From an optimization exercise on the open Yosys and OpenROAD flow, aimed at small area, a short achievable clock period and few clock cycles; shortcuts taken in it are not production practice. Function was checked by simulation only, so behaviour that the tests miss may differ from the original.

## edge_acc
module edge_acc (
  input  logic            clk,
  input  logic            reset,
  input  logic            start,    
  output logic            finish,   
  output edge_pkg::addr_t addr,
  output logic            en,
  output logic            we,
  output edge_pkg::word_t data_w,
  input  edge_pkg::word_t data_r
);
Size in the first run: ~2,100 cells after synthesis, ~86 I/O pins, ~0.027 mm^2 of cells after synthesis.
export LEC_CHECK = 0
export CAP_MARGIN = 20
export CORE_MARGIN = 2
export CORE_UTILIZATION = 68
export CTS_CLUSTER_DIAMETER = 100
export CTS_CLUSTER_SIZE = 30
export SLEW_MARGIN = 20
export BUFFER_PORTS_ARGS = -buffer_cell sky130_fd_sc_hd__buf_2
create_clock -name core_clock -period 11.0 [get_ports {clk}]
standard.sh (not shown) runs the stock make flow with config.mk's settings and CLKGATE_MAP_FILE= SYNTH_SCRIPT=/design/flow/synth_recipe.tcl, a recipe that flattens the netlist after the stock synthesis.
==> flow/flow/run.sh <==
#!/bin/bash
cp standard.sh standard_sh.copy.log
cat flow/extra.mk >> config.mk
bash standard.sh > standard.log 2>&1
==> flow/flow/extra.mk <==
export BUFFER_PORTS_ARGS = -buffer_cell sky130_fd_sc_hd__buf_2
Testbench counts at the start, summed over its fixed seeds: cycles 9,784.
Next try:
==> flow/flow/extra.mk (replaced) <==
export BUFFER_PORTS_ARGS = -buffer_cell sky130_fd_sc_hd__buf_2
export SETUP_SLACK_MARGIN = 7.78
--- a/flow/config.mk
+++ b/flow/config.mk
@@ -8,7 +8,8 @@
 export CAP_MARGIN = 20
 export CORE_MARGIN = 2
-export CORE_UTILIZATION = 68
-export CTS_CLUSTER_DIAMETER = 100
-export CTS_CLUSTER_SIZE = 30
+export CORE_UTILIZATION = 60
+export CTS_CLUSTER_DIAMETER = 90
+export CTS_CLUSTER_SIZE = 28
 export SLEW_MARGIN = 20
 export BUFFER_PORTS_ARGS = -buffer_cell sky130_fd_sc_hd__buf_2
+export SETUP_SLACK_MARGIN = 7.78
Wire length grows by 2.2%. Cell area grows by 1.4%. Critical path depth stays the same.
Next try:
==> flow/flow/extra.mk (replaced) <==
export BUFFER_PORTS_ARGS = -buffer_cell sky130_fd_sc_hd__buf_2
--- a/flow/config.mk
+++ b/flow/config.mk
@@ -8,8 +8,7 @@
 export CAP_MARGIN = 20
 export CORE_MARGIN = 2
-export CORE_UTILIZATION = 60
-export CTS_CLUSTER_DIAMETER = 90
-export CTS_CLUSTER_SIZE = 28
+export CORE_UTILIZATION = 55
+export CTS_CLUSTER_DIAMETER = 100
+export CTS_CLUSTER_SIZE = 30
 export SLEW_MARGIN = 20
 export BUFFER_PORTS_ARGS = -buffer_cell sky130_fd_sc_hd__buf_2
-export SETUP_SLACK_MARGIN = 7.78
Effect:
- setup slack gains 0.016 ns
- via count fell slightly
- cell area falls slightly
Next try:
--- a/flow/config.mk
+++ b/flow/config.mk
@@ -8,5 +8,5 @@
 export CAP_MARGIN = 20
 export CORE_MARGIN = 2
-export CORE_UTILIZATION = 55
+export CORE_UTILIZATION = 45
 export CTS_CLUSTER_DIAMETER = 100
 export CTS_CLUSTER_SIZE = 30
Critical path depth is higher by 15.
Utilization decreases by 11 points.
Cell area goes up slightly.

* * *

Starting RTL as in the previous note.
clock: 11.0 ns
lec_check: 0
cap_margin: 20
core_margin: 2
core_utilization: 55
cts_cluster_diameter: 100
cts_cluster_size: 30
slew_margin: 20
buffer_ports_args: -buffer_cell sky130_fd_sc_hd__buf_2
setup_slack_margin: 7.78
==> flow/flow/extra.mk <==
export BUFFER_PORTS_ARGS = -buffer_cell sky130_fd_sc_hd__buf_2
export SETUP_SLACK_MARGIN = 7.78
Scripts as last shown in full above: flow/flow/run.sh
Testbench counts at the start, summed over its fixed seeds: cycles 9,784.
Change:
==> flow/flow/extra.mk (replaced) <==
export BUFFER_PORTS_ARGS = -buffer_cell sky130_fd_sc_hd__buf_2
CTS_CLUSTER_DIAMETER = 80   (was 100)
CTS_CLUSTER_SIZE = 24   (was 30)
SETUP_SLACK_MARGIN = not set   (was 7.78)
Effect: Setup slack gains 0.035 ns; design area rises by about 0.7%; worst hold slack hardly moves; routed wire length rises by 0.62%; final cell count rises by about 0.5%; clock-buffer cell count rises by 5.
Change:
CTS_CLUSTER_DIAMETER = 100   (was 80)
CTS_CLUSTER_SIZE = 30   (was 24)
After rerunning: Wire length is lower slightly; synthesized cell count is unchanged; flip-flop and latch count does not change; die area does not change; utilization came out lower by 0.81 points; setup slack gets worse by 0.0090 ns.

* * *

The RTL this note starts from:
==> flow/design.v <==
package edge_pkg;
  localparam int LINE_LENGTH    = 16;                           
  localparam int LINE_COUNT     = 6;                            
  localparam int PIX_PER_WORD   = 4;                            
  localparam int WORDS_PER_LINE = LINE_LENGTH / PIX_PER_WORD;   
  typedef logic [7:0]  pixel_t;   
  typedef logic [31:0] word_t;    
  typedef logic [15:0] addr_t;    
  localparam int SRC_BASE = 0;                                  
  localparam int DST_BASE = WORDS_PER_LINE * LINE_COUNT;        
  localparam int LAST_STEP = 49;
endpackage
`timescale 1ns/1ps
module sobel_lane (
  input  logic              clk,
  input  logic [9:0]        s0,    
  input  logic [9:0]        s2,    
  input  logic signed [8:0] d0,    
  input  logic signed [8:0] d1,    
  input  logic signed [8:0] d2,    
  output edge_pkg::pixel_t  pix
);
  logic [10:0] dx;
  logic [10:0] dy;
  logic        sx, sy;         
  logic [7:0]  ax, ay;         
  logic        big;            
  logic        sx_q, sy_q, big_q;
  logic [7:0]  ax_q, ay_q;
  logic [8:0]  t;
  logic [8:0]  u;
  assign dx  = {1'b0, s2} - {1'b0, s0};
  assign dy  = {{2{d0[8]}}, d0} + {{2{d2[8]}}, d2} + {d1[8], d1, 1'b0};
  assign sx  = dx[10];
  assign sy  = dy[10];
  assign ax  = dx[7:0] ^ {8{sx}};
  assign ay  = dy[7:0] ^ {8{sy}};
  assign big = (dx[10:8] != {3{sx}}) || (dy[10:8] != {3{sy}});
  always_ff @(posedge clk) begin
    sx_q  <= sx;
    sy_q  <= sy;
    ax_q  <= ax;
    ay_q  <= ay;
    big_q <= big;
  end
  assign t   = {1'b0, ax_q} + {1'b0, ay_q} + {8'd0, sx_q};
  assign u   = {1'b0, t[7:0]} + {8'd0, sy_q};
  assign pix = (big_q || t[8] || u[8]) ? 8'hff : u[7:0];
endmodule
`timescale 1ns/1ps
module line_buffer (
  input  logic                 clk,
  input  logic                 clear,    
  input  logic                 push,     
  input  logic                 vpush,    
  input  edge_pkg::word_t      data_r,
  output logic                 lclamp,   
  output logic                 rclamp,   
  output logic [4:1][7:0]      top,      
  output logic [4:1][7:0]      mid,
  output logic [4:1][7:0]      bot
);
  edge_pkg::word_t q [9];
  logic [31:8]     q9;
  logic [1:0]      widx;     
  logic            row0;     
  always_ff @(posedge clk) begin
    if (clear) begin
      widx   <= 2'd0;
      row0   <= 1'b1;
      lclamp <= 1'b0;
      rclamp <= 1'b0;
    end else if (push) begin
      widx   <= widx + 2'd1;
      lclamp <= (widx == 2'd1);
      rclamp <= (widx == 2'd0);
      if (widx == 2'd3) row0 <= 1'b0;
    end
  end
  always_ff @(posedge clk) begin
    if (push) begin
      q[0] <= vpush ? q[3] : data_r;
      q[1] <= q[0];
      q[2] <= q[1];
      q[3] <= q[2];
      q[4] <= row0 ? data_r : q[3];
      q[5] <= q[4];
      q[6] <= q[5];
      q[7] <= q[6];
      q[8] <= q[7];
      q9   <= q[8][31:8];
    end
  end
  assign bot = {q[0][7:0], q[1][31:8]};
  assign mid = {q[4][7:0], q[5][31:8]};
  assign top = {q[8][7:0], q9};
endmodule
`timescale 1ns/1ps
module acc_control (
  input  logic            clk,
  input  logic            reset,
  input  logic            start,
  output logic            finish,
  output edge_pkg::addr_t addr,
  output logic            en,
  output logic            we,
  output logic            clear,    
  output logic            push,     
  output logic            vpush     
);
  logic       run;       
  logic [3:0] blk;       
  logic [2:0] ph;        
  logic [3:0] blk_n;     
  logic [2:0] ph_n;
  logic [5:0] addr_q;
  logic [5:0] base_n;    
  logic       last;      
  logic       rd_n, wr_n, vr, rd;
  assign last  = (blk == 4'd9) && (ph == 3'd3);
  assign ph_n  = (ph == 3'd4) ? 3'd0 : ph + 3'd1;
  assign blk_n = (ph == 3'd4) ? blk + 4'd1 : blk;
  function automatic logic blk_write(input logic [3:0] b);
    blk_write = (b == 4'd2) || (b == 4'd4) || (b == 4'd6) || (b == 4'd8) || (b == 4'd9);
  endfunction
  assign wr_n = blk_write(blk_n);
  assign rd_n = !blk_write(blk_n) && !((blk_n == 4'd7) && (ph_n == 3'd4));
  assign rd   = !blk_write(blk) && !((blk == 4'd7) && (ph == 3'd4));
  assign vr   = ((blk == 4'd7) && (ph == 3'd4)) || ((blk == 4'd8) && (ph != 3'd4));
  always_comb begin
    case (blk_n)
      4'd1:    base_n = 6'd5;
      4'd2:    base_n = 6'd24;
      4'd3:    base_n = 6'd10;
      4'd4:    base_n = 6'd29;
      4'd5:    base_n = 6'd15;
      4'd6:    base_n = 6'd34;
      4'd7:    base_n = 6'd20;
      4'd8:    base_n = 6'd39;
      4'd9:    base_n = 6'd44;
      default: base_n = 6'd0;
    endcase
  end
  assign addr  = {10'd0, addr_q};
  assign clear = !run && !finish;
  always_ff @(posedge clk or posedge reset) begin
    if (reset) begin
      run    <= 1'b0;
      en     <= 1'b0;
      finish <= 1'b0;
    end else begin
      if (!run && !finish && start) begin
        run <= 1'b1;
        en  <= 1'b1;
      end else if (run) begin
        en <= rd_n || wr_n;
        if (last) begin
          run    <= 1'b0;
          finish <= 1'b1;
          en     <= 1'b0;
        end
      end else if (finish && !start) begin
        finish <= 1'b0;
      end
    end
  end
  always_ff @(posedge clk) begin
    push  <= run && (rd || vr);
    vpush <= vr;
    we    <= wr_n;
    if (!run) begin
      blk    <= 4'd0;
      ph     <= 3'd0;
      addr_q <= 6'd0;
    end else begin
      blk    <= blk_n;
      ph     <= ph_n;
      addr_q <= (ph == 3'd4) ? base_n : addr_q + 6'd1;
    end
  end
endmodule
`timescale 1ns/1ps
module edge_acc (
  input  logic            clk,
  input  logic            reset,
  input  logic            start,    
  output logic            finish,   
  output edge_pkg::addr_t addr,
  output logic            en,
  output logic            we,
  output edge_pkg::word_t data_w,
  input  edge_pkg::word_t data_r
);
  logic clear, push, vpush;
  logic lclamp;                   
  logic rclamp;                   
  logic cols_q;                   
  logic [4:1][7:0] top, mid, bot;
  logic [9:0]        s_n [1:4];   
  logic signed [8:0] d_n [1:4];   
  logic [9:0]        s_q [1:4];   
  logic signed [8:0] d_q [1:4];
  logic [9:0]        s_r;         
  logic signed [8:0] d_r;         
  logic [9:0]        s_c;         
  logic signed [8:0] d_c;
  logic [9:0]        s_l;         
  logic signed [8:0] d_l;         
  edge_pkg::pixel_t  lane_pix [4];
  acc_control u_ctrl (
    .clk    (clk),
    .reset  (reset),
    .start  (start),
    .finish (finish),
    .addr   (addr),
    .en     (en),
    .we     (we),
    .clear  (clear),
    .push   (push),
    .vpush  (vpush)
  );
  line_buffer u_lbuf (
    .clk    (clk),
    .clear  (clear),
    .push   (push),
    .vpush  (vpush),
    .data_r (data_r),
    .lclamp (lclamp),
    .rclamp (rclamp),
    .top    (top),
    .mid    (mid),
    .bot    (bot)
  );
  always_comb begin
    for (int c = 1; c < 5; c++) begin
      s_n[c] = {2'b00, top[c]} + {1'b0, mid[c], 1'b0} + {2'b00, bot[c]};
      d_n[c] = {1'b0, top[c]} - {1'b0, bot[c]};
    end
  end
  always_ff @(posedge clk) begin
    for (int c = 1; c < 5; c++) begin
      s_q[c] <= s_n[c];
      d_q[c] <= d_n[c];
    end
    s_r    <= rclamp ? s_n[3] : s_n[4];
    d_r    <= rclamp ? d_n[3] : d_n[4];
    cols_q <= push;
  end
  always_ff @(posedge clk) begin
    if (cols_q) begin
      s_c <= s_q[4];
      d_c <= d_q[4];
      s_l <= lclamp ? s_q[4] : s_q[3];
      d_l <= lclamp ? d_q[4] : d_q[3];
    end
  end
  logic [9:0]        lane_s0 [4];
  logic [9:0]        lane_s2 [4];
  logic signed [8:0] lane_d0 [4];
  logic signed [8:0] lane_d1 [4];
  logic signed [8:0] lane_d2 [4];
  assign lane_s0[0] = s_l;
  assign lane_d0[0] = d_l;
  assign lane_s0[1] = s_c;
  assign lane_d0[1] = d_c;
  assign lane_d1[0] = d_c;
  for (genvar j = 2; j < 4; j++) begin : g_left
    assign lane_s0[j] = s_q[j - 1];
    assign lane_d0[j] = d_q[j - 1];
  end
  for (genvar j = 1; j < 4; j++) begin : g_centre
    assign lane_d1[j] = d_q[j];
  end
  assign lane_s2[3] = s_r;
  assign lane_d2[3] = d_r;
  for (genvar j = 0; j < 3; j++) begin : g_right
    assign lane_s2[j] = s_q[j + 1];
    assign lane_d2[j] = d_q[j + 1];
  end
  for (genvar j = 0; j < 4; j++) begin : g_lane
    sobel_lane u_lane (
      .clk (clk),
      .s0  (lane_s0[j]),
      .s2  (lane_s2[j]),
      .d0  (lane_d0[j]),
      .d1  (lane_d1[j]),
      .d2  (lane_d2[j]),
      .pix (lane_pix[j])
    );
  end
  always_ff @(posedge clk) begin
    for (int j = 0; j < 4; j++) begin
      data_w[8*j +: 8] <= lane_pix[j];   
    end
  end
endmodule
==> flow/config.mk <==
export PLATFORM = sky130hd
export DESIGN_NAME = edge_acc
export DESIGN_NICKNAME = edge_acc
export VERILOG_FILES = /design/flow/design.v
export SDC_FILE = /design/flow/constraint.sdc
export NUM_CORES = 4
export LEC_CHECK = 0
export CAP_MARGIN = 20
export CORE_MARGIN = 2
export CORE_UTILIZATION = 30
export CTS_CLUSTER_DIAMETER = 80
export CTS_CLUSTER_SIZE = 24
export SLEW_MARGIN = 20
export BUFFER_PORTS_ARGS = -buffer_cell sky130_fd_sc_hd__buf_2
==> flow/constraint.sdc <==
create_clock -name core_clock -period 11.0 [get_ports {clk}]
set_input_delay 2.2000 -clock core_clock [delete_from_list [all_inputs] [get_ports {clk}]]
set_output_delay 2.2000 -clock core_clock [all_outputs]
set_load 0.01 [all_outputs]
==> flow/flow/extra.mk <==
export BUFFER_PORTS_ARGS = -buffer_cell sky130_fd_sc_hd__buf_2
Scripts as last shown in full above: flow/flow/run.sh
Testbench counts at the start, summed over its fixed seeds: cycles 9,784.
Then changed:
--- a/flow/config.mk
+++ b/flow/config.mk
@@ -10 +10 @@
-export CORE_UTILIZATION = 30
+export CORE_UTILIZATION = 55
=> Maximum frequency came out higher by 1.9%; via count is about the same; clock skew came out lower by 0.0073 ns; worst setup slack is better by 0.062 ns; hold slack is worse by 0.0070 ns; global-route usage came out higher by 9.2 points; final cell count came out lower by about 15%; final area came out lower by about 2%; utilization came out higher by 27 points.

==> static timing again, ports no longer ideal <==
How much do the figures lean on ideal ports? The routed layouts below were timed once more, with nothing changed but the port constraints. Step 1 assumes that a clkbuf_16 drives the clock port and a buf_2 every other input. Step 2 times the ports against the registers' clock, not the clock port: input delays grow and output delays shrink by t, the midpoint of the rising clock arrivals with the driver on. Three values: no drivers, after step 1, after step 2; two values: the first two.
run | shift t [ns] | setup WS [ns] | hold WS [ns]
the first run of note 1 | 0.627 | 7.676 / 7.618 / 7.690 | 0.417 / 0.417 / 0.417
the second run of note 1 | 0.637 | 7.677 / 7.618 / 7.909 | 0.419 / 0.419 / 0.419
the third run of note 1 | 0.647 | 7.693 / 7.633 / 7.791 | 0.413 / 0.413 / 0.413
the fourth run of note 1 | 0.651 | 7.618 / 7.575 / 7.618 | 0.417 / 0.417 / 0.417
the first run of note 2 | 0.645 | 7.667 / 7.609 / 7.958 | 0.415 / 0.415 / 0.415
the second run of note 2 | 0.627 | 7.702 / 7.641 / 7.781 | 0.415 / 0.415 / 0.415
the third run of note 2 | 0.647 | 7.693 / 7.633 / 7.791 | 0.413 / 0.413 / 0.413
the first run of note 3 | 0.649 | 7.604 / 7.543 / 7.780 | 0.422 / 0.422 / 0.422
the second run of note 3 | 0.625 | 7.666 / 7.606 / 7.821 | 0.415 / 0.415 / 0.415
After both steps every run listed still meets setup and hold.
